What follows belongs to an exercise in optimizing a design on an open flow for small area; a production flow would make more cautious choices.
Function was checked by simulation only, so behaviour that the tests miss may differ from the original.
Power and IR drop assume default switching activity.

**design.v**
```verilog
package id_pkg;
    localparam int NUM_REGS = 32;
    typedef logic [31:0] word_t;
    typedef logic [4:0]  reg_idx_t;
    typedef logic [31:0] reg_mask_t;    
    typedef logic [5:0]  opcode_t;
    localparam word_t PC_STEP = 32'd4;   
    localparam opcode_t OP_RTYPE = 6'b000000;
    localparam opcode_t OP_LW    = 6'b100011;
    localparam opcode_t OP_SW    = 6'b101011;
    localparam opcode_t OP_BEQ   = 6'b000100;
    localparam opcode_t OP_ADDI  = 6'b001000;
    localparam opcode_t OP_ORI   = 6'b001101;
    localparam opcode_t OP_LUI   = 6'b001111;
    localparam opcode_t OP_J     = 6'b000010;
    localparam logic [5:0] FN_ADD  = 6'b100000;
    localparam logic [5:0] FN_ADDU = 6'b100001;
    localparam logic [5:0] FN_SUB  = 6'b100010;
    localparam logic [5:0] FN_SUBU = 6'b100011;
    typedef enum logic [1:0] {
        ST_FREE   = 2'b00,
        ST_RETIRE = 2'b01,    
        ST_LOAD   = 2'b10,    
        ST_ALU    = 2'b11     
    } reg_state_t;
    typedef enum logic [2:0] {
        BP_NONE   = 3'b000,
        BP_ST_WB  = 3'b001,
        BP_A_WB   = 3'b010,
        BP_B_WB   = 3'b011,
        BP_A_ALU  = 3'b100,
        BP_B_ALU  = 3'b101,
        BP_ST_ALU = 3'b110
    } bypass_sel_t;
    typedef struct packed {
        logic        slot;    
        bypass_sel_t sel;
    } bypass_t;
    typedef enum logic [3:0] {
        ALU_OR  = 4'b0001,
        ALU_ADD = 4'b0010,
        ALU_SUB = 4'b0110
    } alu_op_t;
    typedef struct packed {
        logic [2:0] pc_src;
        logic [3:0] src_sel;     
        alu_op_t    alu_op;
        logic       dmem_en;
        logic       dsrc;        
        logic       dmem_read;
        logic       reg_write;
        reg_idx_t   dest;
        bypass_t    bypass;
        logic [7:0] reserved;
    } ctrl_word_t;
    typedef struct packed {
        word_t pc1;      
        word_t pc2;
        word_t inst1;
        word_t inst2;
    } fetch_bundle_t;
    typedef struct packed {
        logic       launch;
        reg_idx_t   dest;
        reg_state_t kind;
    } issue_rec_t;
    typedef struct packed {
        reg_state_t [NUM_REGS-1:0] state;
        reg_mask_t                 slot;    
    } sb_state_t;
    function automatic logic [5:0] op_of(input logic [31:0] inst);
        op_of = inst[31:26];
    endfunction
    function automatic logic [4:0] rs_of(input logic [31:0] inst);
        rs_of = inst[25:21];
    endfunction
    function automatic logic [4:0] rt_of(input logic [31:0] inst);
        rt_of = inst[20:16];
    endfunction
    function automatic logic [5:0] funct_of(input logic [31:0] inst);
        funct_of = inst[5:0];
    endfunction
    function automatic logic [4:0] dest_of(input logic [31:0] inst);
        case (inst[31:26])
            OP_RTYPE:                       dest_of = inst[15:11];
            OP_ADDI, OP_LW, OP_ORI, OP_LUI: dest_of = inst[20:16];
            default:                        dest_of = '0;
        endcase
    endfunction
endpackage
module id_stage_top (
    input  logic        CLK,
    input  logic        RST,
    input  logic [31:0] fetch_pc1,
    input  logic [31:0] fetch_pc2,
    input  logic [31:0] fetch_inst1,
    input  logic [31:0] fetch_inst2,
    input  logic [31:0] clr_w_mask,
    input  logic        ex_set_pc,
    input  logic [31:0] ex_pc,
    output logic [31:0] ctrl1,
    output logic [31:0] ctrl2,
    output logic        id_set_pc,
    output logic [31:0] id_pc
);
    localparam logic [3:0] C_NONE = 4'b0000;    
    localparam logic [3:0] C_LUI  = 4'b0001;
    localparam logic [3:0] C_J    = 4'b0010;
    localparam logic [3:0] C_ADDI = 4'b0100;    
    localparam logic [3:0] C_LW   = 4'b0101;
    localparam logic [3:0] C_ORI  = 4'b0110;
    localparam logic [3:0] C_RADD = 4'b1000;    
    localparam logic [3:0] C_RSUB = 4'b1001;
    localparam logic [3:0] C_BEQ  = 4'b1010;
    localparam logic [3:0] C_SW   = 4'b1100;    
    function automatic logic [3:0] class_of(input logic [31:0] inst);
        case (inst[31:26])
            6'b000000: class_of = (inst[25:0] == '0) ? C_NONE :
                                  (inst[5:1] == 5'b10001) ? C_RSUB : C_RADD;
            6'b100011: class_of = C_LW;
            6'b101011: class_of = C_SW;
            6'b000100: class_of = C_BEQ;
            6'b001000: class_of = C_ADDI;
            6'b001101: class_of = C_ORI;
            6'b001111: class_of = C_LUI;
            6'b000010: class_of = C_J;
            default:   class_of = C_NONE;
        endcase
    endfunction
    function automatic logic [4:0] dest_of(input logic [31:0] inst);
        case (inst[31:26])
            6'b000000:                             dest_of = inst[15:11];
            6'b001000, 6'b100011, 6'b001101, 6'b001111: dest_of = inst[20:16];
            default:                               dest_of = '0;
        endcase
    endfunction
    logic        rst_q;                  
    logic [31:0] pc_nx;                  
    logic [3:0]  cls1, cls2;
    logic [4:0]  rd1, rd2;               
    logic        ok1, ok2;               
    logic [3:0]  bp1, bp2;               
    logic [3:0]  o_cls1, o_cls2;         
    logic [4:0]  o_dst1, o_dst2;
    logic [3:0]  o_bp1, o_bp2;
    logic        va1, va2;               
    logic        l1, l2;
    assign l1 = !rst_q && ok1 && !ex_set_pc;
    assign l2 = l1 && ok2;
    logic na1, na2, nb1, nb2;            
    logic na1_ld, na2_ld;
    assign na1    = l1 && (rd1 != '0) && !clr_w_mask[rd1];
    assign na2    = l2 && (rd2 != '0) && !clr_w_mask[rd2];
    assign nb1    = va1 && !clr_w_mask[o_dst1];
    assign nb2    = va2 && !clr_w_mask[o_dst2];
    assign na1_ld = (cls1 == C_LW);
    assign na2_ld = (cls2 == C_LW);
    function automatic logic [3:0] query(input logic [4:0] r);
        logic ha1, ha2, hb1, hb2;
        ha1 = na1 && (r == rd1);
        ha2 = na2 && (r == rd2);
        hb1 = nb1 && (r == o_dst1);
        hb2 = nb2 && (r == o_dst2);
        query = {ha1 | ha2 | hb1 | hb2,
                 ha1 | ha2,
                 (ha1 && na1_ld) || (ha2 && na2_ld),
                 ha2 | hb2};
    endfunction
    function automatic logic [4:0] check(input logic [3:0] cls, input logic [3:0] qs,
                                         input logic [3:0] qt);
        logic       stall;
        logic [3:0] bp;
        stall = 1'b0;
        bp    = 4'b0;
        case (cls[3:2])
            2'b10: begin
                if (qs[3] && qt[3]) begin
                    stall = 1'b1;
                end else if (qs[3]) begin
                    stall = qs[1];
                    bp    = {qs[0], qs[2] ? 3'b100 : 3'b010};
                end else if (qt[3]) begin
                    stall = qt[1];
                    bp    = {qt[0], qt[2] ? 3'b101 : 3'b011};
                end
            end
            2'b01: begin
                if (qs[3]) begin
                    stall = qs[1];
                    bp    = {qs[0], qs[2] ? 3'b100 : 3'b010};
                end
            end
            2'b11: begin
                if (qs[3]) begin
                    stall = 1'b1;
                end else if (qt[3]) begin
                    bp    = {qt[0], qt[2] ? 3'b110 : 3'b001};
                end
            end
            default: ;
        endcase
        check = {stall, bp};
    endfunction
    logic [3:0] f_cls1, f_cls2;
    logic [4:0] f_rd1, f_rd2;
    logic [4:0] f_chk1, f_chk2;
    logic [3:0] f_qd1, f_qd2;
    logic       f_ok1, f_ok2, f_dep;
    assign f_cls1 = class_of(fetch_inst1);
    assign f_cls2 = class_of(fetch_inst2);
    assign f_rd1  = dest_of(fetch_inst1);
    assign f_rd2  = dest_of(fetch_inst2);
    assign f_chk1 = check(f_cls1, query(fetch_inst1[25:21]), query(fetch_inst1[20:16]));
    assign f_chk2 = check(f_cls2, query(fetch_inst2[25:21]), query(fetch_inst2[20:16]));
    assign f_qd1  = query(f_rd1);
    assign f_qd2  = query(f_rd2);
    assign f_ok1  = !f_qd1[3] && !f_chk1[4];
    assign f_ok2  = !f_qd2[3] && !f_chk2[4];
    assign f_dep  = (f_rd1 != '0) && ((f_rd2 == f_rd1) || (fetch_inst2[25:21] == f_rd1) ||
                                      (fetch_inst2[20:16] == f_rd1));
    always_ff @(posedge CLK) begin
        rst_q <= RST;
        if (!f_ok1)                pc_nx <= fetch_pc1 - 32'd4;
        else if (f_ok2 && !f_dep)  pc_nx <= fetch_pc2;
        else                       pc_nx <= fetch_pc1;
        cls1  <= f_cls1;
        cls2  <= f_cls2;
        rd1   <= f_rd1;
        rd2   <= f_rd2;
        ok1   <= f_ok1;
        ok2   <= f_ok2 && !f_dep;
        bp1   <= f_chk1[3:0];
        bp2   <= f_chk2[3:0];
    end
    always_ff @(posedge CLK) begin
        if (RST) begin
            o_cls1    <= '0;
            o_cls2    <= '0;
            o_dst1    <= '0;
            o_dst2    <= '0;
            o_bp1     <= '0;
            o_bp2     <= '0;
            va1       <= 1'b0;
            va2       <= 1'b0;
            id_set_pc <= 1'b0;
        end else begin
            o_cls1    <= l1 ? cls1 : C_NONE;
            o_cls2    <= l2 ? cls2 : C_NONE;
            o_dst1    <= l1 ? rd1 : 5'd0;
            o_dst2    <= l2 ? rd2 : 5'd0;
            o_bp1     <= l1 ? bp1 : 4'd0;
            o_bp2     <= l2 ? bp2 : 4'd0;
            va1       <= na1;
            va2       <= na2;
            id_set_pc <= ex_set_pc || (!rst_q && !l2);
        end
    end
    always_ff @(posedge CLK) begin
        if (ex_set_pc)  id_pc <= ex_pc;
        else if (rst_q) id_pc <= 32'd0;
        else            id_pc <= pc_nx;
    end
    function automatic logic [31:0] ctrl_of(input logic [3:0] c, input logic [4:0] d,
                                            input logic [3:0] bp);
        logic [2:0] pc_src;
        logic [3:0] src_sel;
        logic [3:0] alu_op;
        logic       bp_a, bp_b;
        pc_src  = {c == C_J, c == C_BEQ, c != C_NONE && c != C_ORI};
        bp_a    = (bp[2:0] == 3'b010) || (bp[2:0] == 3'b100);
        bp_b    = (bp[2:0] == 3'b011) || (bp[2:0] == 3'b101);
        src_sel = {bp_a,
                   bp_a || c[3] || c[2],
                   bp_b || c[2] || c == C_LUI,
                   bp_b || (c[3] && !c[2])};
        alu_op  = {1'b0, c == C_RSUB || c == C_BEQ,
                   c != C_NONE && c != C_ORI, c == C_ORI};
        ctrl_of = {pc_src, src_sel, alu_op,
                   c == C_LW || c == C_SW,                  
                   bp[2:0] == 3'b110,                       
                   c != C_NONE && c != C_SW,                
                   c == C_RADD || c == C_RSUB || c == C_ADDI || c == C_LW ||
                   c == C_ORI || c == C_LUI,                
                   d, bp, 8'd0};
    endfunction
    assign ctrl1 = ctrl_of(o_cls1, o_dst1, o_bp1);
    assign ctrl2 = ctrl_of(o_cls2, o_dst2, o_bp2);
endmodule
```
**flow/run.sh**
```bash
#!/bin/bash
# The standard layout (standard.sh) with these changes:
#  - synthesis: synth_recipe.tcl unchanged, except that ABC maps with the
#    area-oriented script flow/abc.script instead of ORFS's speed script;
#  - port buffers: the smallest buffer (buf_1) instead of buffer_ports' pick;
#  - clock tree: clkbuf_4 buffers, clusters of at most 12 sinks, no dummy loads;
set -euo pipefail
here=$(pwd)
{
  echo 'proc abc {args} {'
  echo '  set i [lsearch $args -script]'
  echo "  if {\$i >= 0} { lset args [expr {\$i + 1}] $here/flow/abc.script }"
  echo '  yosys abc {*}$args'
  echo '}'
  cat synth_recipe.tcl
} > own_synth.tcl
sed "s|SYNTH_SCRIPT=[^ ]*|SYNTH_SCRIPT=$here/own_synth.tcl|" standard.sh > own_standard.sh
grep -q "SYNTH_SCRIPT=$here/own_synth.tcl" own_standard.sh
export BUFFER_PORTS_ARGS="-buffer_cell sky130_fd_sc_hd__buf_1"
export CTS_ARGS="-sink_clustering_enable -repair_clock_nets -buf_list sky130_fd_sc_hd__clkbuf_4 -sink_clustering_size 12 -dont_use_dummy_load"
export REMOVE_ABC_BUFFERS=1
bash own_standard.sh > standard.log 2>&1
```
**flow/abc.script**
```
&get -n
&st
&dch
&nf -R 1000
&st
&syn2
&if -g -K 6
&synch2
&nf -R 1000
&st
&dch
&nf -R 1000
&put
```
**standard.sh**
```bash
#!/bin/bash
# synth_recipe.tcl (not shown) runs the flow's synth.tcl, then flattens the netlist and writes it again
# the make line also repeats each setting of config.mk as NAME=value (left out here)
make -C /OpenROAD-flow-scripts/flow DESIGN_CONFIG=/design/flow/config.mk WORK_HOME=/design/flow/orfs CLKGATE_MAP_FILE= SYNTH_SCRIPT=/design/flow/synth_recipe.tcl "${@:-finish}"
```
**config.mk**
```make
export PLATFORM = sky130hd
export DESIGN_NAME = id_stage_top
export DESIGN_NICKNAME = id_stage_top
export VERILOG_FILES = /design/flow/design.v
export SDC_FILE = /design/flow/constraint.sdc
export NUM_CORES = 4
export LEC_CHECK = 0
export CAP_MARGIN = 20
export CORE_MARGIN = 2
export CORE_UTILIZATION = 55
export GPL_TIMING_DRIVEN = 0
export SLEW_MARGIN = 20
```
**constraint.sdc**
```tcl
create_clock -name core_clock -period 5.5 [get_ports {CLK}]
set_input_delay 1.1000 -clock core_clock [delete_from_list [all_inputs] [get_ports {CLK}]]
set_output_delay 1.1000 -clock core_clock [all_outputs]
set_load 0.01 [all_outputs]
```
==> results of run 1 <==
==> cells in the mapped netlist, drive strengths merged (2+ instances only) <==
| cell type | instances |
|---|---|
| nor3 | 60 |
| nand2 | 44 |
| a21oi | 23 |
| nor4 | 35 |
| buf | 20 |
| xor2 | 55 |
| o32ai | 2 |
| mux2i | 11 |
| a211oi | 36 |
| o211ai | 4 |
| xnor2 | 87 |
| nand3b | 2 |
| a22o | 42 |
| or3 | 22 |
| a22oi | 3 |
| nor4b | 4 |
| nand3 | 32 |
| o2111ai | 2 |
| a31oi | 7 |
| clkinv | 23 |
| nor3b | 2 |
| nand4 | 9 |
| or4 | 3 |
| and3 | 15 |
| nor2 | 90 |
| o21ai | 39 |
| o22ai | 8 |
| a2111oi | 4 |
| and2 | 16 |
| or2 | 6 |
| a41oi | 3 |
| nor2b | 16 |
| mux4 | 19 |
| dfxtp | 122 |
| nand2b | 20 |
==> cell usage in the layout (no fill, tap or decap), types with 4 or more instances in the layout <==
| master | n |
|---|---|
| buf_1 | 272 |
| and2_0 | 15 |
| nor2_1 | 87 |
| a22o_1 | 42 |
| nand3_1 | 32 |
| nor4_1 | 34 |
| nor3_1 | 59 |
| o21ai_0 | 39 |
| nand2_1 | 43 |
| a21oi_1 | 23 |
| xor2_1 | 55 |
| nand4_1 | 9 |
| mux4_2 | 19 |
| dfxtp_2 | 6 |
| or2_0 | 6 |
| dfxtp_1 | 114 |
| clkinv_1 | 23 |
| and3_1 | 15 |
| o211ai_1 | 4 |
| a211oi_1 | 36 |
| a31oi_1 | 7 |
| nand2b_1 | 20 |
| nor4b_1 | 4 |
| o22ai_1 | 8 |
| nor2b_1 | 16 |
| mux2i_1 | 11 |
| xnor2_1 | 87 |
| conb_1 | 18 |
| or3_1 | 22 |
| clkbuf_4 | 17 |
==> area by class of cell <==
type	instances	area share, %
Multi-Input combinational cell	754	56.4
Sequential cell	122	27.0
Timing Repair Buffer	276	11.7
Tap cell	180	2.48
Clock buffer	17	1.40
Inverter	23	0.949
==> how the worst max path moves through the flow <==
stage                      to       startpoint  depth (start not counted)
floorplan            pc_nx[2]  fetch_inst1[27]                         12
global placement     pc_nx[2]        ex_set_pc                         13
detailed placement  pc_nx[25]           rd1[0]                         15
CTS                 pc_nx[23]        o_dst2[2]                         19
global route        pc_nx[26]        o_dst2[1]                         18
finish              pc_nx[23]           rd1[2]                         17
==> kinds of logic after synthesis <==
logic type      count (synthesis)  synth area share, %
compound gates                184                 16.7
xor+xnor                      142                 16.1
fa+ha+maj                       1                0.162
buf+inv                        43                 3.07
flops                         122                 31.7
mux                            30                 6.98
other cells                     1               0.0487
simple gates                  378                 25.2
==> power by group <==
part	switching (mW)	total, mW	internal (mW)
Sequential	0.0394	0.997	0.958
Combinational	0.225	0.393	0.167
Clock	0.274	0.415	0.141
Total	0.539	1.80	1.27
==> what timing repair did <==
action	CTS	global route
gates resized for setup	3	9
cloned	0	1
endpoints found under the setup margin	32	32
pin swaps	0	1
==> registers in the layout, summed over array words and instances, names as in the netlist, 5 cells and up <==
name	flops
o_dst2	5
pc_nx	32
o_dst1	5
id_pc	32
rd2	5
rd1	5
==> metrics by stage <==
stage | setup WS (ps) | TNS [ps] | power, mW | instance area [sq um] | hold WS (ps)
2_1_floorplan | 158 | 0 | 1.23 | 7620 | 407
3_3_place_gp | -3510 | -119520 | 1.39 | 8870 | 412
3_5_place_dp | -336 | -8330 | 1.41 | 8930 | 418
4_1_cts | 89.0 | 0 | 1.81 | 9060 | 410
5_1_grt | 48.6 | 0 | 1.90 | 9100 | 439
6_report | 319 | 0 | 1.80 | 9100 | 409
==> per-layer routing <==
metal	track usage, %	vias to the layer above	part of all wire (%)
met5	0	-	0
met1	38.5	3705	42
met4	11.0	0	2.7
met3	5.44	48	6.9
li1	-	3890	-
met2	51.9	356	48
==> flow_summary.toml, run 1 <==
[worst_setup_path]
endpoint_kind = "flip-flop"
critPathArrivalTime_ps = 5590
path_cells = "mux4_2 -> mux2i_1 -> nor2_1 -> nor2_1 -> o31ai_1 -> o21ai_0 -> o2111ai_1 -> nor4_1 -> or2_0 -> nor2_1 -> o21ai_0 -> o21ai_0 -> nor4b_1 -> and2_2 -> buf_8 -> nor3_1 -> a211oi_1"
r2r_cells = 17
path_class = "flip-flop to flip-flop"
setup.worst_path.start_class = "flip-flop"
required_ps = 5910
critPathTopFamily = "simple AND/OR/NAND/NOR gates"
slowest_delay_ps = 860
cp_slowest_cell = "dfxtp_1"
worst_r2r_startpoint = "rd1[2]"
rr_endpoint = "pc_nx[23]"
path_buf_inv = 1
r2r_slack_ps = 320
cp_max_fo = 17

[logic_synthesis]
yosys.area.top_type_share_pct = 31.7
netlist_area_sq_um = 7700
synthArstFlopShare_pct = 0
syn_inst = 901
synth-main-ff-cell = "dfxtp_1"
yosysWarnings = 1
synth_area_leaders = "dfxtp_1, xnor2_1, xor2_1, mux4_2, a22o_1"
yosysTopAreaCell = "dfxtp_1"
synth-edff-count = 0
synth_seq_cells = 122
avgSynthCellArea_sq_um = 8.55
ys_types = 50
synth_seq_area_share_pct = 31.7

[clock_network]
cts.sink_count = 122
clock_path_buffers = 2
htreeDepth = 4
cts_hold_buf = 0
post_cts_buffers = 0
root_buffer = "clkbuf_4"
cts_made_buffers = 17
clock_latency_ps = 520
cts_tree = "done"
clkSlewWorstSetupHoldPaths_ps = 100

[die]
row_count = 43
die_area_sq_um = 15000
core-area_sq_um = 13800
chipHeight_um = 122
die_x_um = 122
ioPinCount = 292
start_util_pct = 55.9

[sta]
post-route-period-util_pct = 94.2
fmax_ghz = 0.193
hold_violations = 0
fin_skew_ps = 40.7
slew-limit-headroom_pct = 37.0
tightest_slew_ps = 932
rsz0062_at_grt = "false"
drv_slew = 0
setup_viol_count_final = 0
period_needed_ps = 5180

[finish]
fin_cells = 1372
nets = 1390
multi_input_area_sq_um = 5130
regArea_sq_um = 2460
fillCellCount = 1307
drive_gt1_share_pct = 4.70
antennaDiodeCount = 0
utilization_pct = 66.0
area_growth_pct = 18.1

[grt]
grt_first_pass_wirelength_um = 35700
grt_pass1_vias = 7122
track_usage_pct = 30.4
antenna_found_initial = 0
grt_max_degree = 35
overflow = 0

[power_and_ir_drop]
p_leak_nw = 3.17
powerDensity_nw_per_um2 = 198
ir_drop_mv = 0.184

[detailed_routing]
drcViolationCount = 0
vias = 7999
routed_via_density = 5.83
final_antenna_net_count = 0
dr.pass1.iters = 5
routed_wl_um = 23300
wl_per_cell_um = 17.0
drtIter0Drc = 628

[outcome]
status = "timing/DRC/antenna clean"

[flow_run]
cap_violations = 0

[worst_hold_path]
min_to = "o_bp1[0]"
hold_start = "bp1[0]"
hold_depth = 1
hp-class = "flip-flop to flip-flop"

[placement]
port_buffers = 273
numPlacedInstances = 1353
place_congestion = 0.936
dp_hpwl_um = 16800
==> run 2, diff against run 1 <==
==> flow/abc.script (replaced) <==
strash
dch
amap
topo
--- a/config.mk
+++ b/config.mk
@@ -7,6 +7,6 @@
 export LEC_CHECK = 0
 export CAP_MARGIN = 20
 export CORE_MARGIN = 2
-export CORE_UTILIZATION = 55
+export CORE_UTILIZATION = 50
 export GPL_TIMING_DRIVEN = 0
 export SLEW_MARGIN = 20
==> run 2 against run 1 <==
First-iteration DRC count increased by 100%; via count up 19%; combinational power rose by 13%; critical endpoint is now pc_nx[0]; highest routed layer unchanged.
==> flow_summary.toml, run 2 <==
[logic_synthesis]
synthArstFlopShare_pct = 0
synth_area_leaders = "dfxtp_1, o22ai_1, a22oi_1, clkinv_1, nor2_1"
synth-edff-count = 0
ys_types = 38
synth_seq_area_share_pct = 33.1
synth_most_common_cell = "o22ai_1"
netlist_area_sq_um = 7380
yosysTopAreaCell = "dfxtp_1"
syn_inst = 962
yosys-top-cells-count = "o22ai_1, dfxtp_1, clkinv_1"
synth-main-ff-cell = "dfxtp_1"
yosys.area.top_type_share_pct = 33.1
avgSynthCellArea_sq_um = 7.67
synth_seq_cells = 122
yosysWarnings = 1

[clock_network]
post_cts_buffers = 0
htreeDepth = 4
cts.sink_count = 122
cts_hold_buf = 0
clkSlewWorstSetupHoldPaths_ps = 90
root_buffer = "clkbuf_4"
clock_latency_ps = 540
cts_tree = "done"
cts_made_buffers = 17
clock_path_buffers = 2

[sta]
slew-limit-headroom_pct = 21.4
post-route-period-util_pct = 92.9
period_needed_ps = 5110
fin_skew_ps = 46.4
layout_setup_ws_ps = 392
fin_setup_tns_ps = 0
setup_viol_count_final = 0
drv_slew = 0
hold_violations = 0
rsz0062_at_grt = "false"
tightest_slew_ps = 1170
hold_slack_ps = 424
fmax_ghz = 0.196

[grt]
overflow = 0
grt_pass1_vias = 8413
grt_first_pass_wirelength_um = 43500
antenna_found_initial = 0
track_usage_pct = 34.3
grt_max_degree = 45

[worst_setup_path]
cp_max_fo = 33
cp_slowest_cell = "dfxtp_1"
r2r_cells = 16
critPathArrivalTime_ps = 5530
setup.worst_path.start_class = "flip-flop"
rr_endpoint = "pc_nx[0]"
path_cells = "clkinv_1 -> a22oi_1 -> o22ai_1 -> a221o_1 -> nor4_2 -> or2_0 -> nor3_1 -> or3_1 -> nor2_1 -> nor2_1 -> a31oi_1 -> nor3_4 -> buf_6 -> inv_4 -> nor2_1 -> a22o_1"
path_class = "flip-flop to flip-flop"
r2r_slack_ps = 390
endpoint = "pc_nx[0]"
crit_path_frequent_cell = "nor2_1"
required_ps = 5920
startpoint = "rd2[2]"
slowest_delay_ps = 800
worst_r2r_startpoint = "rd2[2]"
endpoint_kind = "flip-flop"

[detailed_routing]
wl_met2_um = 12600
final_antenna_net_count = 0
top_layer = "met4"
routed_wl_um = 28400
drcViolationCount = 0
wl_per_cell_um = 19.8
vias = 9487
dr.pass1.iters = 6
wl_met3_um = 3990
routed_via_density = 6.59
drt-met1-wl_um = 10600
drtIter0Drc = 1272

[die]
core-area_sq_um = 14500
die_area_sq_um = 15700
ioPinCount = 292
die_x_um = 125
row_count = 44
start_util_pct = 51.0
chipHeight_um = 125

[placement]
numPlacedInstances = 1422
port_buffers = 273
place_congestion = 1.02
dpl_cell_area_sq_um = 8630
dp_hpwl_um = 19700
place_ws_ps = -1030

[finish]
fillCellCount = 1400
reg_top3 = "id_pc (32), pc_nx (32)"
utilization_pct = 61.2
stdcell_area_sq_um = 8870
nets = 1454
antennaDiodeCount = 0
drive_gt1_share_pct = 4.38
final_cell_mix = "buf_1, o22ai_1, dfxtp_1, a22oi_1, clkinv_1"
area_growth_pct = 20.2
layout_commonest_cell = "buf_1"
fin_cells = 1440

[outcome]
status = "timing/DRC/antenna clean"

[flow_run]
cap_violations = 0

[power_and_ir_drop]
ir_drop_mv = 0.146
p_leak_nw = 2.88
powerDensity_nw_per_um2 = 210
p_total_mw = 1.86

[worst_hold_path]
hp-class = "flip-flop to flip-flop"
hold_depth = 1
-- run 2: cell types whose count changed after synthesis, sizes merged, moves of 22 or more --
cell | before | now
a211oi | 36 | 3
a221oi | 1 | 23
a22oi | 3 | 93
clkinv | 23 | 99
nand3 | 32 | 6
o22ai | 8 | 170
xnor2 | 87 | 0
xor2 | 55 | 0
-- run 2: area by class of cell --
type	instances	area (sq um)	share of cell area [%]
tap	184	230	2.60
clock buffer	17	128	1.44
multi-input combinational	738	4560	51.4
sequential	122	2450	27.7
inverter	99	398	4.49
timing repair buffer	279	1090	12.3
timing repair inverter	1	7.51	0.0847
-- run 2: worst min path at each step --
stage / startpoint / end
4_1_cts: pc_nx[26] / id_pc[26]
3_5_place_dp: bp2[2] / o_bp2[2]
6_report: pc_nx[26] / id_pc[26]
3_3_place_gp: bp1[0] / o_bp1[0]
2_1_floorplan: bp1[0] / o_bp1[0]
5_1_grt: pc_nx[26] / id_pc[26]
-- run 2: report_power, final --
group          internal (mW)  total (mW)  switching, mW  leakage (nW)
sequential             0.963       0.997         0.0344          1.01
clock                  0.141       0.416          0.275        0.0782
combinational          0.183       0.446          0.263          1.79
total                   1.29        1.86          0.573          2.88
-- run 2: cell families after synthesis --
family / count (synthesis) / synth area share, %
adder cells (fa/ha/maj): 1 / 0.170
AO/OA/AOI/OAI: 435 / 41.0
buffers and inverters: 119 / 7.07
AND/OR/NAND/NOR: 284 / 18.6
flip-flops: 122 / 33.1
other: 1 / 0.0508
-- run 2: repair_timing --
action / CTS / global route
pin swaps: 0 / 0
endpoints found under the setup margin: 32 / 32
cloned: 0 / 1
resized for setup: 8 / 26
-- run 2: critical path: cells and delay by family, from the launching register on --
family / cells / cell delay [ps]
buffers and inverters: 3 / 1090
DFF: 1 / 800
AOI/OAI and AO/OA: 5 / 1510
and+or+nand+nor: 8 / 1580
-- run 2: routing by layer --
metal	global-route usage, %	up-vias
met5	0	-
met3	11.7	119
met1	42.5	4205
met2	53.5	738
li1	-	4425
met4	16.7	0
==> run 3, diff against run 2 <==
--- a/design.v
+++ b/design.v
@@ -109,10 +109,10 @@
     localparam logic [3:0] C_ADDI = 4'b0100;    
     localparam logic [3:0] C_LW   = 4'b0101;
     localparam logic [3:0] C_ORI  = 4'b0110;
+    localparam logic [3:0] C_SW   = 4'b0111;    
     localparam logic [3:0] C_RADD = 4'b1000;    
     localparam logic [3:0] C_RSUB = 4'b1001;
     localparam logic [3:0] C_BEQ  = 4'b1010;
-    localparam logic [3:0] C_SW   = 4'b1100;    
     function automatic logic [3:0] class_of(input logic [31:0] inst);
         case (inst[31:26])
             6'b000000: class_of = (inst[25:0] == '0) ? C_NONE :
@@ -139,10 +139,10 @@
     logic [3:0]  cls1, cls2;
     logic [4:0]  rd1, rd2;               
     logic        ok1, ok2;               
-    logic [3:0]  bp1, bp2;               
+    logic [2:0]  bp1, bp2;               
     logic [3:0]  o_cls1, o_cls2;         
     logic [4:0]  o_dst1, o_dst2;
-    logic [3:0]  o_bp1, o_bp2;
+    logic [2:0]  o_bp1, o_bp2;
     logic        va1, va2;               
     logic        l1, l2;
     assign l1 = !rst_q && ok1 && !ex_set_pc;
@@ -168,38 +168,40 @@
     endfunction
     function automatic logic [4:0] check(input logic [3:0] cls, input logic [3:0] qs,
                                          input logic [3:0] qt);
-        logic       stall;
-        logic [3:0] bp;
+        logic       stall, opb, slot;
+        logic [1:0] kind;
         stall = 1'b0;
-        bp    = 4'b0;
-        case (cls[3:2])
-            2'b10: begin
-                if (qs[3] && qt[3]) begin
-                    stall = 1'b1;
-                end else if (qs[3]) begin
-                    stall = qs[1];
-                    bp    = {qs[0], qs[2] ? 3'b100 : 3'b010};
-                end else if (qt[3]) begin
-                    stall = qt[1];
-                    bp    = {qt[0], qt[2] ? 3'b101 : 3'b011};
-                end
+        opb   = 1'b0;
+        slot  = 1'b0;
+        kind  = 2'b00;
+        if (cls[3]) begin
+            if (qs[3] && qt[3]) begin
+                stall = 1'b1;
+            end else if (qs[3]) begin
+                stall = qs[1];
+                slot  = qs[0];
+                kind  = qs[2] ? 2'b10 : 2'b01;
+            end else if (qt[3]) begin
+                stall = qt[1];
+                opb   = 1'b1;
+                slot  = qt[0];
+                kind  = qt[2] ? 2'b10 : 2'b01;
             end
-            2'b01: begin
-                if (qs[3]) begin
-                    stall = qs[1];
-                    bp    = {qs[0], qs[2] ? 3'b100 : 3'b010};
-                end
+        end else if (cls == C_SW) begin
+            if (qs[3]) begin
+                stall = 1'b1;
+            end else if (qt[3]) begin
+                slot  = qt[0];
+                kind  = qt[2] ? 2'b10 : 2'b01;
             end
-            2'b11: begin
-                if (qs[3]) begin
-                    stall = 1'b1;
-                end else if (qt[3]) begin
-                    bp    = {qt[0], qt[2] ? 3'b110 : 3'b001};
-                end
+        end else if (cls[2]) begin
+            if (qs[3]) begin
+                stall = qs[1];
+                slot  = qs[0];
+                kind  = qs[2] ? 2'b10 : 2'b01;
             end
-            default: ;
-        endcase
-        check = {stall, bp};
+        end
+        check = {stall, opb, slot, kind};
     endfunction
     logic [3:0] f_cls1, f_cls2;
     logic [4:0] f_rd1, f_rd2;
@@ -218,19 +220,45 @@
     assign f_ok2  = !f_qd2[3] && !f_chk2[4];
     assign f_dep  = (f_rd1 != '0) && ((f_rd2 == f_rd1) || (fetch_inst2[25:21] == f_rd1) ||
                                       (fetch_inst2[20:16] == f_rd1));
+    logic [31:0] f_borrow;
+    logic [7:0]  f_gz;                   
+    for (genvar g = 0; g < 8; g++) begin : g_gz
+        if (g < 7) begin : g_full
+            assign f_gz[g] = (fetch_pc1[4*g+5:4*g+2] == 4'd0);
+        end else begin : g_part
+            assign f_gz[g] = (fetch_pc1[31:30] == 2'd0);
+        end
+    end
+    assign f_borrow[1:0] = 2'b00;
+    for (genvar i = 2; i < 32; i++) begin : g_borrow
+        localparam int G = (i - 2) / 4;      
+        localparam int L = 4 * G + 2;        
+        if (i == L) begin : g_lo
+            if (G == 0) begin : g_first
+                assign f_borrow[i] = 1'b1;
+            end else begin : g_next
+                assign f_borrow[i] = &f_gz[G-1:0];
+            end
+        end else begin : g_in
+            if (G == 0) begin : g_first
+                assign f_borrow[i] = (fetch_pc1[i-1:L] == '0);
+            end else begin : g_next
+                assign f_borrow[i] = (&f_gz[G-1:0]) && (fetch_pc1[i-1:L] == '0);
+            end
+        end
+    end
     always_ff @(posedge CLK) begin
         rst_q <= RST;
-        if (!f_ok1)                pc_nx <= fetch_pc1 - 32'd4;
-        else if (f_ok2 && !f_dep)  pc_nx <= fetch_pc2;
-        else                       pc_nx <= fetch_pc1;
-        cls1  <= f_cls1;
-        cls2  <= f_cls2;
+        if (f_ok1 && f_ok2 && !f_dep) pc_nx <= fetch_pc2;
+        else                          pc_nx <= fetch_pc1 ^ (f_borrow & {32{!f_ok1}});
+        cls1  <= f_cls1 | {1'b0, f_chk1[3], 2'b00};
+        cls2  <= f_cls2 | {1'b0, f_chk2[3], 2'b00};
         rd1   <= f_rd1;
         rd2   <= f_rd2;
         ok1   <= f_ok1;
         ok2   <= f_ok2 && !f_dep;
-        bp1   <= f_chk1[3:0];
-        bp2   <= f_chk2[3:0];
+        bp1   <= f_chk1[2:0];
+        bp2   <= f_chk2[2:0];
     end
     always_ff @(posedge CLK) begin
         if (RST) begin
@@ -248,8 +276,8 @@
             o_cls2    <= l2 ? cls2 : C_NONE;
             o_dst1    <= l1 ? rd1 : 5'd0;
             o_dst2    <= l2 ? rd2 : 5'd0;
-            o_bp1     <= l1 ? bp1 : 4'd0;
-            o_bp2     <= l2 ? bp2 : 4'd0;
+            o_bp1     <= l1 ? bp1 : 3'd0;
+            o_bp2     <= l2 ? bp2 : 3'd0;
             va1       <= na1;
             va2       <= na2;
             id_set_pc <= ex_set_pc || (!rst_q && !l2);
@@ -261,27 +289,34 @@
         else            id_pc <= pc_nx;
     end
     function automatic logic [31:0] ctrl_of(input logic [3:0] c, input logic [4:0] d,
-                                            input logic [3:0] bp);
+                                            input logic [2:0] bp);
         logic [2:0] pc_src;
         logic [3:0] src_sel;
         logic [3:0] alu_op;
-        logic       bp_a, bp_b;
-        pc_src  = {c == C_J, c == C_BEQ, c != C_NONE && c != C_ORI};
-        bp_a    = (bp[2:0] == 3'b010) || (bp[2:0] == 3'b100);
-        bp_b    = (bp[2:0] == 3'b011) || (bp[2:0] == 3'b101);
+        logic [2:0] sel;
+        logic       sw, pair, bp_a, bp_b, byp;
+        sw      = (c == C_SW);
+        pair    = c[3];
+        byp     = (bp[1:0] != 2'b00);
+        bp_a    = byp && ((c[3:2] == 2'b01 && !sw) || c[3:2] == 2'b10);
+        bp_b    = byp && c[3:2] == 2'b11;
+        sel     = {bp[1],
+                   (bp[0] && !sw) || (bp[1] && sw),
+                   (byp && c[3] && c[2]) || (bp[0] && sw)};
+        pc_src  = {c == C_J, pair && c[1:0] == 2'b10, c != C_NONE && c != C_ORI};
         src_sel = {bp_a,
                    bp_a || c[3] || c[2],
-                   bp_b || c[2] || c == C_LUI,
-                   bp_b || (c[3] && !c[2])};
-        alu_op  = {1'b0, c == C_RSUB || c == C_BEQ,
+                   bp_b || c[3:2] == 2'b01 || c == C_LUI,
+                   bp_b || c[3]};
+        alu_op  = {1'b0, pair && c[1:0] != 2'b00,
                    c != C_NONE && c != C_ORI, c == C_ORI};
         ctrl_of = {pc_src, src_sel, alu_op,
-                   c == C_LW || c == C_SW,                  
-                   bp[2:0] == 3'b110,                       
-                   c != C_NONE && c != C_SW,                
-                   c == C_RADD || c == C_RSUB || c == C_ADDI || c == C_LW ||
+                   c == C_LW || sw,                         
+                   sw && bp[1],                             
+                   c != C_NONE && !sw,                      
+                   (pair && c[1:0] != 2'b10) || c == C_ADDI || c == C_LW ||
                    c == C_ORI || c == C_LUI,                
-                   d, bp, 8'd0};
+                   d, bp[2], sel, 8'd0};
     endfunction
     assign ctrl1 = ctrl_of(o_cls1, o_dst1, o_bp1);
     assign ctrl2 = ctrl_of(o_cls2, o_dst2, o_bp2);
==> flow/run.sh (replaced) <==
#!/bin/bash
# The standard layout (standard.sh) with these changes:
#  - synthesis: synth_recipe.tcl unchanged, except that ABC maps with the
#    area-oriented script flow/abc.script instead of ORFS's speed script;
#  - port buffers: the smallest buffer (buf_1) instead of buffer_ports' pick;
#  - clock tree: clkbuf_4 buffers, clusters of at most 10 sinks, no dummy loads;
set -euo pipefail
here=$(pwd)
{
  echo 'proc abc {args} {'
  echo '  set i [lsearch $args -script]'
  echo "  if {\$i >= 0} { lset args [expr {\$i + 1}] $here/flow/abc.script }"
  echo '  yosys abc {*}$args'
  echo '}'
  cat synth_recipe.tcl
} > own_synth.tcl
sed "s|SYNTH_SCRIPT=[^ ]*|SYNTH_SCRIPT=$here/own_synth.tcl|" standard.sh > own_standard.sh
grep -q "SYNTH_SCRIPT=$here/own_synth.tcl" own_standard.sh
export BUFFER_PORTS_ARGS="-buffer_cell sky130_fd_sc_hd__buf_1"
export CTS_ARGS="-sink_clustering_enable -repair_clock_nets -buf_list sky130_fd_sc_hd__clkbuf_4 -sink_clustering_size 10 -dont_use_dummy_load"
export REMOVE_ABC_BUFFERS=1
bash own_standard.sh > standard.log 2>&1
--- a/config.mk
+++ b/config.mk
@@ -7,6 +7,7 @@
 export LEC_CHECK = 0
 export CAP_MARGIN = 20
 export CORE_MARGIN = 2
-export CORE_UTILIZATION = 50
+export CORE_UTILIZATION = 55
 export GPL_TIMING_DRIVEN = 0
+export SETUP_SLACK_MARGIN = 0.25
 export SLEW_MARGIN = 20
==> run 3 against run 2 <==
Register-to-register slack lost 50 ps; synthesized area is 3.1% lower; first-iteration DRC count rose by 13%; hold slack worse by 0.67 ps; final cell count shrank 3.9%; combinational power is 5.6% lower; non-clock buffer count shrank 2; die area is 12% lower; utilization increased by 6.4 points; critical path depth is 4 higher; highest routed layer unchanged.
==> flow_summary.toml, run 3 <==
[grt]
use_met3_pct = 13.4
grt_first_pass_wirelength_um = 42600
grt_use_met1_pct = 48.2
overflow = 0
track_usage_pct = 38.2
busiest_layer = "met2"
grt_max_degree = 38
grt_pass1_vias = 8289
antenna_found_initial = 0
met2_usage_pct = 58.9

[worst_hold_path]
min_to = "o_bp1[1]"
hold_depth = 1
hp-class = "flip-flop to flip-flop"
hold_start = "bp1[1]"

[power_and_ir_drop]
powerDensity_nw_per_um2 = 210
p_total_mw = 1.80
switching_share_pct = 30.8
ir_drop_mv = 0.215
pwr-share-seq_pct = 53.8
p_leak_nw = 2.81
p_sw_mw = 0.556
p_comb_share_pct = 23.4
clockPowerShare_pct = 22.8
p_int_mw = 1.25

[logic_synthesis]
synth-edff-count = 0
avgSynthCellArea_sq_um = 7.71
synth_seq_cells = 118
syn_inst = 927
yosys.area.top_type_share_pct = 33.0
netlist_area_sq_um = 7150
synth_most_common_cell = "o22ai_1"
yosys-top-cells-count = "o22ai_1, dfxtp_1, clkinv_1"
yosysTopAreaCell = "dfxtp_1"
synth-main-ff-cell = "dfxtp_1"
synth_area_leaders = "dfxtp_1, o22ai_1, a22oi_1, clkinv_1, nor2_1"
ys_types = 43
yosysWarnings = 1
synth_seq_area_share_pct = 33.0
synthArstFlopShare_pct = 0

[sta]
post-route-period-util_pct = 93.7
setup_viol_count_final = 0
fin_skew_ps = 36.2
slew-limit-headroom_pct = 36.0
tightest_slew_ps = 960
fin_setup_tns_ps = 0
hold_violations = 0
period_needed_ps = 5150
rsz0062_at_grt = "true"
layout_setup_ws_ps = 345
fmax_ghz = 0.194
drv_slew = 0

[detailed_routing]
final_antenna_net_count = 0
drtIter0Drc = 1432
routed_wl_um = 27500
vias = 9063
wl_per_cell_um = 19.8
drcViolationCount = 0
routed_via_density = 6.55
dr.pass1.iters = 7

[finish]
utilization_pct = 67.6
antennaDiodeCount = 0
final_cell_mix = "buf_1, o22ai_1, dfxtp_1, clkinv_1, a22oi_1"
nets = 1410
area_growth_pct = 19.9
stdcell_area_sq_um = 8570
reg_top3 = "id_pc (32), pc_nx (32)"
drive_gt1_share_pct = 4.37
layout_commonest_cell = "buf_1"

[clock_network]
clkSlewWorstSetupHoldPaths_ps = 100
root_buffer = "clkbuf_4"
clock_latency_ps = 560
cts.sink_count = 118
htreeDepth = 4
clock_path_buffers = 2
cts_made_buffers = 17
cts_tree = "done"
cts_hold_buf = 0

[die]
ioPinCount = 292
core-area_sq_um = 12700
chipHeight_um = 118
row_count = 41
start_util_pct = 56.4
die_x_um = 118
die_area_sq_um = 13900

[worst_setup_path]
endpoint_kind = "flip-flop"
r2r_slack_ps = 350
rr_endpoint = "pc_nx[31]"
critPathArrivalTime_ps = 5600
required_ps = 5950
setup.worst_path.start_class = "flip-flop"
worst_r2r_startpoint = "rd2[2]"
r2r_cells = 20
path_class = "flip-flop to flip-flop"
cp_max_fo = 12

[placement]
place_ws_ps = -1880
dpl_cell_area_sq_um = 8310
port_buffers = 273
dp_hpwl_um = 19100
place_congestion = 1.05

[outcome]
status = "timing/DRC/antenna clean"

[flow_run]
cap_violations = 0
## run 3: cell families (layout without fill, tap and decap cells)
group	after synthesis	in the layout	synth area share, %
and+or+nand+nor	273	273	18.9
AOI/OAI and AO/OA	404	404	39.7
other	1	18	0.0525
adders and majority gates	1	1	0.175
DFF	118	118	33.0
buffers and inverters	130	398	8.09
## run 3: how the worst max path moves through the flow
| stage | start | to | slack (ps) | cells past startpoint |
|---|---|---|---|---|
| after floorplan | fetch_inst1[31] | pc_nx[27] | -700 | 15 |
| after global placement | ex_set_pc | pc_nx[27] | -3880 | 14 |
| after detailed placement | fetch_inst1[31] | pc_nx[27] | -1880 | 17 |
| after CTS | fetch_inst1[31] | pc_nx[27] | 220 | 16 |
| after global routing | rd2[0] | pc_nx[31] | 110 | 23 |
| final | rd2[2] | pc_nx[31] | 350 | 20 |
## run 3: layout make-up
cell class | count | area (sq um)
multi-input combinational | 696 | 4360
timing repair buffer | 277 | 1080
sequential | 118 | 2370
fill | 1183 | 4100
inverter | 104 | 422
clock buffer | 17 | 128
tap | 172 | 215
## run 3: per-layer routing
metal  wire (um)  up-vias  part of all wire (%)
met5           0        -                     0
met4        1190        0                   4.3
met3        3960      126                    14
met2       12000      684                    44
met1       10300     4028                    38
li1            -     4225                     -
## run 3: critical path, cell delays in order, from the launching register on
cell,delay [ps]
dfxtp_1,730
clkinv_1,660
a22oi_1,320
o22ai_1,130
a221o_1,560
nor4_4,280
clkinv_1,140
o41ai_2,90
nor3_1,160
nor2_1,170
clkinv_1,100
a21oi_1,240
nor3_4,120
buf_4,190
nor4_2,190
clkinv_1,140
nor2_1,150
clkinv_1,130
nor3_1,300
a21oi_1,120
o22a_1,160
## run 3: power groups by stage
stage	logic, mW	registers [mW]	clock network (mW)
final	0.421	0.970	0.411
after global routing	0.460	0.975	0.446
after CTS	0.409	0.968	0.414
after floorplan	0.226	0.989	0
after detailed placement	0.404	0.988	0
after global placement	0.397	0.986	0
## run 3: what timing repair did
item / in CTS / in global routing
endpoints found under the setup margin: 32 / 29
pin swaps: 1 / 1
setup buffers: 1 / 1
resized for setup: 29 / 14
## run 3: through the flow
step / instances / hold slack [ps]
finish: 1384 / 423
global placement: 1363 / 420
floorplan: 918 / 414
CTS: 1383 / 433
global route: 1384 / 450
detailed placement: 1365 / 426
==> run 4, diff against run 3 <==
--- a/design.v
+++ b/design.v
@@ -138,15 +138,15 @@
     logic [31:0] pc_nx;                  
     logic [3:0]  cls1, cls2;
     logic [4:0]  rd1, rd2;               
-    logic        ok1, ok2;               
+    localparam logic [3:0] C_STALL = 4'b1111;    
     logic [2:0]  bp1, bp2;               
     logic [3:0]  o_cls1, o_cls2;         
     logic [4:0]  o_dst1, o_dst2;
     logic [2:0]  o_bp1, o_bp2;
     logic        va1, va2;               
     logic        l1, l2;
-    assign l1 = !rst_q && ok1 && !ex_set_pc;
-    assign l2 = l1 && ok2;
+    assign l1 = !rst_q && cls1 != C_STALL && !ex_set_pc;
+    assign l2 = l1 && cls2 != C_STALL;
     logic na1, na2, nb1, nb2;            
     logic na1_ld, na2_ld;
     assign na1    = l1 && (rd1 != '0) && !clr_w_mask[rd1];
@@ -251,12 +251,10 @@
         rst_q <= RST;
         if (f_ok1 && f_ok2 && !f_dep) pc_nx <= fetch_pc2;
         else                          pc_nx <= fetch_pc1 ^ (f_borrow & {32{!f_ok1}});
-        cls1  <= f_cls1 | {1'b0, f_chk1[3], 2'b00};
-        cls2  <= f_cls2 | {1'b0, f_chk2[3], 2'b00};
+        cls1  <= f_ok1 ? f_cls1 | {1'b0, f_chk1[3], 2'b00} : C_STALL;
+        cls2  <= f_ok2 && !f_dep ? f_cls2 | {1'b0, f_chk2[3], 2'b00} : C_STALL;
         rd1   <= f_rd1;
         rd2   <= f_rd2;
-        ok1   <= f_ok1;
-        ok2   <= f_ok2 && !f_dep;
         bp1   <= f_chk1[2:0];
         bp2   <= f_chk2[2:0];
     end
==> run 4 against run 3 <==
Via count is 4.6% higher; sequential share of layout area is 1.2 points lower; cell area grew 2.9%; hold slack got worse by 2.9 ps; combinational power up 11%; synthesized area fell by 0.23%; non-clock buffer count rose by 11; final cell count up 0.87%; clock skew decreased by 5.6 ps; critical path type is now input pin to flip-flop; critical endpoint unchanged; largest power group unchanged.
==> flow_summary.toml, run 4 <==
[detailed_routing]
final_antenna_net_count = 0
dr.pass1.iters = 8
vias = 9483
drcViolationCount = 0
wl_per_cell_um = 20.8
routed_wl_um = 29000
drtIter0Drc = 1432
routed_via_density = 6.79

[die]
row_count = 41
die_area_sq_um = 13900
chipHeight_um = 118
core-area_sq_um = 12600
start_util_pct = 56.5
die_x_um = 118
ioPinCount = 292

[logic_synthesis]
synth_seq_area_share_pct = 32.6
yosys.area.top_type_share_pct = 32.6
synth-main-ff-cell = "dfxtp_1"
synth-edff-count = 0
yosysTopAreaCell = "dfxtp_1"
synthArstFlopShare_pct = 0
synth_most_common_cell = "o22ai_1"
synth_seq_cells = 116
yosysWarnings = 1
syn_inst = 928
netlist_area_sq_um = 7130
synth_area_leaders = "dfxtp_1, o22ai_1, a22oi_1, clkinv_1, nor2_1"
ys_types = 47
yosys-top-cells-count = "o22ai_1, dfxtp_1, clkinv_1"
avgSynthCellArea_sq_um = 7.69

[clock_network]
cts.sink_count = 116
htreeDepth = 4
cts_hold_buf = 0
root_buffer = "clkbuf_4"
cts_made_buffers = 17
clkSlewWorstSetupHoldPaths_ps = 100
cts_tree = "done"
clock_path_buffers = 2
clock_latency_ps = 550

[finish]
stdcell_area_sq_um = 8820
area_growth_pct = 23.6
drive_gt1_share_pct = 7.68
antennaDiodeCount = 0
nets = 1422
layout_commonest_cell = "buf_1"
fin_cells = 1396
final_cell_mix = "buf_1, o22ai_1, dfxtp_1, nor2_1, clkinv_1"
reg_top3 = "id_pc (32), pc_nx (32)"
utilization_pct = 69.9

[grt]
track_usage_pct = 40.2
grt_max_degree = 35
overflow = 0
antenna_found_initial = 0
grt_first_pass_wirelength_um = 44600
grt_pass1_vias = 8850

[power_and_ir_drop]
ir_drop_mv = 0.178
powerDensity_nw_per_um2 = 209
p_leak_nw = 2.92
p_total_mw = 1.84

[sta]
drv_slew = 0
fin_skew_ps = 30.6
rsz0062_at_grt = "true"
tightest_slew_ps = 881
hold_violations = 0
layout_setup_ws_ps = 236
period_needed_ps = 5260
fmax_ghz = 0.190
fin_setup_tns_ps = 0
hold_slack_ps = 420
slew-limit-headroom_pct = 41.1
post-route-period-util_pct = 95.7
setup_viol_count_final = 0

[worst_setup_path]
critPathArrivalTime_ps = 5760
cp_max_fo = 3
cp_slowest_cell = "or4_4"
crit_path_frequent_cell = "or3_4"
path_class = "input pin to flip-flop"
slowest_delay_ps = 530
r2r_cells = 18
required_ps = 6000
path_cells = "clkbuf_2 -> or4_4 -> or3_1 -> or3_4 -> or4_4 -> or4_4 -> or3_4 -> or3_4 -> or3_4 -> or3_4 -> or3_4 -> nor3_4 -> nor2_1 -> a21oi_1 -> o22a_1"
setup.worst_path.start_class = "input pin"
endpoint_kind = "flip-flop"
r2r_slack_ps = 260

[placement]
place_congestion = 1.02
dp_hpwl_um = 19700
place_ws_ps = -2220
port_buffers = 273
numPlacedInstances = 1366
dpl_cell_area_sq_um = 8310

[flow_run]
cap_violations = 0

[outcome]
status = "timing/DRC/antenna clean"

[worst_hold_path]
hp-class = "flip-flop to flip-flop"
hold_depth = 1
## run 4: worst paths after layout
| path | start | endpoint |
|---|---|---|
| min | bp2[0] | o_bp2[0] |
| min reg2reg | bp2[0] | o_bp2[0] |
| max | fetch_pc1[4] | pc_nx[31] |
| max reg2reg | o_dst2[1] | pc_nx[9] |
## run 4: routing by layer
layer	GRT usage [%]	up-vias	wire length, um
met3	14.2	214	4090
met4	23.1	0	2060
met5	0	-	0
li1	-	4280	-
met2	63.8	791	12500
met1	46.9	4198	10300
## run 4: layout make-up
class	count	area, sq um
Fill cell	1095	3800
Multi-Input combinational cell	702	4540
Tap cell	172	215
Sequential cell	116	2330
Inverter	101	409
Timing Repair Buffer	288	1190
Clock buffer	17	128
## run 4: power by group
| group | total (mW) | switching (mW) | leakage (nW) | internal [mW] |
|---|---|---|---|---|
| clock network | 0.411 | 0.271 | 0.0782 | 0.140 |
| registers | 0.966 | 0.0405 | 0.964 | 0.925 |
| logic | 0.468 | 0.277 | 1.88 | 0.191 |
## run 4: timing repair
action,4_1_cts,5_1_grt
resized for setup,55,30
hold endpoints to repair,0,0
buffers inserted,8,5
pin swaps,12,5
setup endpoints to repair,39,28
## run 4: kinds of logic after synthesis
family,Yosys count,share of synthesized area [%]
AOI/OAI and AO/OA,396,39.6
adders and majority gates,1,0.175
buffers and inverters,127,7.95
DFF,116,32.6
other,1,0.0526
and+or+nand+nor,287,19.6
## run 4: worst max-delay path: cells and delay by family
kind | cells | cell delay, ps
buffers and inverters | 1 | 100
AND/OR/NAND/NOR | 12 | 4320
AO/OA/AOI/OAI | 2 | 240
==> run 5, diff against run 4 <==
--- a/design.v
+++ b/design.v
@@ -138,15 +138,15 @@
     logic [31:0] pc_nx;                  
     logic [3:0]  cls1, cls2;
     logic [4:0]  rd1, rd2;               
-    localparam logic [3:0] C_STALL = 4'b1111;    
+    logic        ok1, ok2;               
     logic [2:0]  bp1, bp2;               
     logic [3:0]  o_cls1, o_cls2;         
     logic [4:0]  o_dst1, o_dst2;
     logic [2:0]  o_bp1, o_bp2;
     logic        va1, va2;               
     logic        l1, l2;
-    assign l1 = !rst_q && cls1 != C_STALL && !ex_set_pc;
-    assign l2 = l1 && cls2 != C_STALL;
+    assign l1 = !rst_q && ok1 && !ex_set_pc;
+    assign l2 = l1 && ok2;
     logic na1, na2, nb1, nb2;            
     logic na1_ld, na2_ld;
     assign na1    = l1 && (rd1 != '0) && !clr_w_mask[rd1];
@@ -220,41 +220,43 @@
     assign f_ok2  = !f_qd2[3] && !f_chk2[4];
     assign f_dep  = (f_rd1 != '0) && ((f_rd2 == f_rd1) || (fetch_inst2[25:21] == f_rd1) ||
                                       (fetch_inst2[20:16] == f_rd1));
-    logic [31:0] f_borrow;
-    logic [7:0]  f_gz;                   
+    logic [31:0] borrow;
+    logic [7:0]  gz;                     
     for (genvar g = 0; g < 8; g++) begin : g_gz
         if (g < 7) begin : g_full
-            assign f_gz[g] = (fetch_pc1[4*g+5:4*g+2] == 4'd0);
+            assign gz[g] = (pc_nx[4*g+5:4*g+2] == 4'd0);
         end else begin : g_part
-            assign f_gz[g] = (fetch_pc1[31:30] == 2'd0);
+            assign gz[g] = (pc_nx[31:30] == 2'd0);
         end
     end
-    assign f_borrow[1:0] = 2'b00;
+    assign borrow[1:0] = 2'b00;
     for (genvar i = 2; i < 32; i++) begin : g_borrow
         localparam int G = (i - 2) / 4;      
         localparam int L = 4 * G + 2;        
         if (i == L) begin : g_lo
             if (G == 0) begin : g_first
-                assign f_borrow[i] = 1'b1;
+                assign borrow[i] = 1'b1;
             end else begin : g_next
-                assign f_borrow[i] = &f_gz[G-1:0];
+                assign borrow[i] = &gz[G-1:0];
             end
         end else begin : g_in
             if (G == 0) begin : g_first
-                assign f_borrow[i] = (fetch_pc1[i-1:L] == '0);
+                assign borrow[i] = (pc_nx[i-1:L] == '0);
             end else begin : g_next
-                assign f_borrow[i] = (&f_gz[G-1:0]) && (fetch_pc1[i-1:L] == '0);
+                assign borrow[i] = (&gz[G-1:0]) && (pc_nx[i-1:L] == '0);
             end
         end
     end
     always_ff @(posedge CLK) begin
         rst_q <= RST;
         if (f_ok1 && f_ok2 && !f_dep) pc_nx <= fetch_pc2;
-        else                          pc_nx <= fetch_pc1 ^ (f_borrow & {32{!f_ok1}});
-        cls1  <= f_ok1 ? f_cls1 | {1'b0, f_chk1[3], 2'b00} : C_STALL;
-        cls2  <= f_ok2 && !f_dep ? f_cls2 | {1'b0, f_chk2[3], 2'b00} : C_STALL;
+        else                          pc_nx <= fetch_pc1;
+        cls1  <= f_cls1 | {1'b0, f_chk1[3], 2'b00};
+        cls2  <= f_cls2 | {1'b0, f_chk2[3], 2'b00};
         rd1   <= f_rd1;
         rd2   <= f_rd2;
+        ok1   <= f_ok1;
+        ok2   <= f_ok2 && !f_dep;
         bp1   <= f_chk1[2:0];
         bp2   <= f_chk2[2:0];
     end
@@ -284,7 +286,7 @@
     always_ff @(posedge CLK) begin
         if (ex_set_pc)  id_pc <= ex_pc;
         else if (rst_q) id_pc <= 32'd0;
-        else            id_pc <= pc_nx;
+        else            id_pc <= pc_nx ^ (borrow & {32{!ok1}});    
     end
     function automatic logic [31:0] ctrl_of(input logic [3:0] c, input logic [4:0] d,
                                             input logic [2:0] bp);
==> run 5 against run 4 <==
Sequential share of layout area increased by 1.4 points; hold slack got worse by 11 ps; clock power increased by 1%; utilization decreased by 2.6 points; maximum frequency increased by 4.1%; total power decreased by 0.96%; synthesized area increased by 0.14%; synthesized cell count increased by 2.2%; final cell count increased by 0.43%; combinational power decreased by 9.6%; non-clock buffer count decreased by 15; largest cell class unchanged; highest routed layer unchanged.
==> flow_summary.toml, run 5 <==
[worst_setup_path]
crit_path_frequent_cell = "or3_1"
critPathArrivalTime_ps = 5500
endpoint = "pc_nx[8]"
endpoint_kind = "flip-flop"
startpoint = "fetch_inst2[31]"
slowest_delay_ps = 670
required_ps = 5940
cp_max_fo = 33
worst_r2r_startpoint = "rd1[0]"
r2r_slack_ps = 460
r2r_cells = 14
path_class = "input pin to flip-flop"
rr_endpoint = "pc_nx[8]"
path_cells = "buf_1 -> or2_0 -> or3_1 -> or3_1 -> nor3b_1 -> o21ai_1 -> clkinv_1 -> o22ai_1 -> nor3_1 -> a221oi_1 -> o31ai_1 -> nor4_1 -> nand2_4 -> clkinv_4 -> a22o_1"
setup.worst_path.start_class = "input pin"
cp_slowest_cell = "nor4_1"

[logic_synthesis]
yosys-top-cells-count = "o22ai_1, dfxtp_1, clkinv_1"
netlist_area_sq_um = 7140
synthArstFlopShare_pct = 0
yosysWarnings = 1
synth_xor_area_share_pct = 0
yosys.area.top_type_share_pct = 33.1
synth-edff-count = 0
synth-main-ff-cell = "dfxtp_1"
synth_top_family_by_area = "compound AO/OA/AOI/OAI gates"
synth_seq_area_share_pct = 33.1
avgSynthCellArea_sq_um = 7.53
ys_types = 44
synth_most_common_cell = "o22ai_1"
syn_inst = 948
synth_area_leaders = "dfxtp_1, o22ai_1, a22oi_1, clkinv_1, nor2_1"
synth-simple-area-share_pct = 18.9
yosysTopAreaCell = "dfxtp_1"
synth_compound_area_share_pct = 39.1
synth_seq_cells = 118
synth_fa_ha_area_share_pct = 0.175
synthMuxAreaShare_pct = 0

[die]
row_count = 41
die_area_sq_um = 13900
ioPinCount = 292
die_x_um = 118
start_util_pct = 56.4
chipHeight_um = 118
core-area_sq_um = 12700

[clock_network]
root_buffer = "clkbuf_4"
clock_latency_ps = 540
cts_made_buffers = 17
cts_tree = "done"
htreeDepth = 4
cts_hold_buf = 0
cts.sink_count = 118
clkSlewWorstSetupHoldPaths_ps = 90
clock_path_buffers = 2

[detailed_routing]
routed_via_density = 6.63
vias = 9294
wl_per_cell_um = 19.3
drcViolationCount = 0
final_antenna_net_count = 0
dr.pass1.iters = 10
routed_wl_um = 27000
drtIter0Drc = 1648

[sta]
slew-limit-headroom_pct = 40.9
fin_skew_ps = 40.0
post-route-period-util_pct = 91.9
setup_viol_count_final = 0
drv_slew = 0
layout_setup_ws_ps = 445
hold_violations = 0
tightest_slew_ps = 879
fmax_ghz = 0.198
hold_slack_ps = 409
rsz0062_at_grt = "true"
period_needed_ps = 5050

[finish]
nets = 1427
fin_cells = 1402
final_cell_mix = "buf_1, o22ai_1, dfxtp_1, clkinv_1, nor2_1"
drive_gt1_share_pct = 4.80
layout_commonest_cell = "buf_1"
reg_top3 = "id_pc (32), pc_nx (32)"
area_growth_pct = 19.4

[outcome]
status = "timing/DRC/antenna clean"

[grt]
overflow = 0
track_usage_pct = 36.2
grt_max_degree = 34
grt_first_pass_wirelength_um = 40700
grt_pass1_vias = 8186
antenna_found_initial = 0

[placement]
numPlacedInstances = 1384
port_buffers = 273
dp_hpwl_um = 18400
place_ws_ps = -1710
place_congestion = 1.04

[flow_run]
cap_violations = 0

[power_and_ir_drop]
ir_drop_mv = 0.177
powerDensity_nw_per_um2 = 214
p_leak_nw = 2.79

[worst_hold_path]
hp-class = "flip-flop to flip-flop"
[run 5: cell types whose count changed after synthesis, moves of 7 or more]
cell	previous run	this run
a22oi_1	75	84
a31oi_1	8	1
clkinv_1	101	115
nor3_1	33	41
nor4_1	34	24
o21ai_0	35	44
o221ai_1	35	21
o22a_1	8	0
o22ai_1	134	149
o32ai_1	0	9
[run 5: how the worst min path moves through the flow]
stage               cells past startpoint  startpoint  slack (ps)         to
floorplan                               2     cls1[1]         400  o_cls1[1]
CTS                                     2     cls1[3]         410  o_cls1[3]
finish                                  2     cls1[3]         410  o_cls1[3]
detailed placement                      2     cls1[3]         420  o_cls1[3]
global route                            2     cls1[3]         430  o_cls1[3]
global placement                        2     cls1[3]         410  o_cls1[3]
[run 5: repair_timing]
action                                  4_1_cts  5_1_grt
pin swaps                                     0        1
endpoints found under the setup margin       34       36
gates resized for setup                      24       28
buffers inserted                              0        0
hold endpoints to repair                      0        0
[run 5: logic make-up (layout without fill, tap and decap cells)]
logic type	count (synthesis)	in the layout
adder cells (fa/ha/maj)	1	1
buffers and inverters	141	405
flip-flops	118	118
AO/OA/AOI/OAI	403	403
AND/OR/NAND/NOR	284	284
other	1	19
[run 5: power breakdown]
| group | leakage [nW] | switching [mW] | internal [mW] |
|---|---|---|---|
| Clock | 0.0782 | 0.274 | 0.141 |
| Combinational | 1.73 | 0.248 | 0.175 |
| Sequential | 0.979 | 0.0549 | 0.934 |
[run 5: critical path, delay by kind of cell]
family	cells	cell delay [ps]
and+or+nand+nor	7	2310
buffers and inverters	3	720
AOI/OAI and AO/OA	5	1350
[run 5: layout make-up]
| cell class | instances | area (sq um) |
|---|---|---|
| diodes | 1 | 2.50 |
| repair buffers | 273 | 1030 |
| well taps | 172 | 215 |
| fillers | 1210 | 4150 |
| multi-input cells | 706 | 4330 |
| inverters | 115 | 450 |
| flip-flops and latches | 118 | 2370 |
| clock buffers | 17 | 128 |
[run 5: stage by stage]
step	area (sq um)	power (mW)	TNS, ps	utilization, %
final	8530	1.83	0	67.3
after global routing	8520	1.91	0	67.3
after CTS	8450	1.81	0	66.7
after detailed placement	8260	1.40	-53930	65.2
after global placement	8260	1.40	-60730	65.2
after floorplan	7020	1.24	-4750	-
[run 5: routing by layer]
metal  part of all wire [%]  vias to the layer above  GRT usage, %
li1                       -                     4246             -
met1                     38                     4153          45.2
met2                     44                      732          57.9
met3                     13                      163          10.9
met4                    4.8                        0          15.7
met5                      0                        -             0

static timing again, ports no longer ideal:
No port has a modelled driver above. Below, the same layouts with a new extraction and two added sets of constraints.
Step 1: set_driving_cell puts a clkbuf_16 on CLK and a buf_2 on each other input, an assumption about the parent block.
Step 2 also shifts input and output timing later by t, the mid clock arrival at the registers, as if the neighbouring blocks saw the same clock.
a / b / c = ideal ports / drivers / drivers and shift; a / b = the first two.
| run | t (ns) | setup WS [ns] | latest minus earliest clock arrival (ns) | worst register clock-pin slew, ns |
|---|---|---|---|---|
| run 1 | 0.540 | 0.319 / 0.319 / -0.082 | 0.041 / 0.041 | 0.11 / 0.11 |
| run 2 | 0.557 | 0.392 / 0.392 / -0.061 | 0.047 / 0.046 | 0.12 / 0.12 |
| run 3 | 0.582 | 0.345 / 0.345 / -0.134 | 0.037 / 0.036 | 0.11 / 0.11 |
| run 4 | 0.575 | 0.236 / 0.240 / -0.334 | 0.031 / 0.031 | 0.10 / 0.10 |
| run 5 | 0.546 | 0.445 / 0.453 / -0.093 | 0.045 / 0.045 | 0.12 / 0.12 |
Met with ideal ports but missed after step 2: setup timing in every run listed. The setup slack of run 4, which loses most, moves by +0.004 ns with the drivers and by -0.570 ns with both steps.
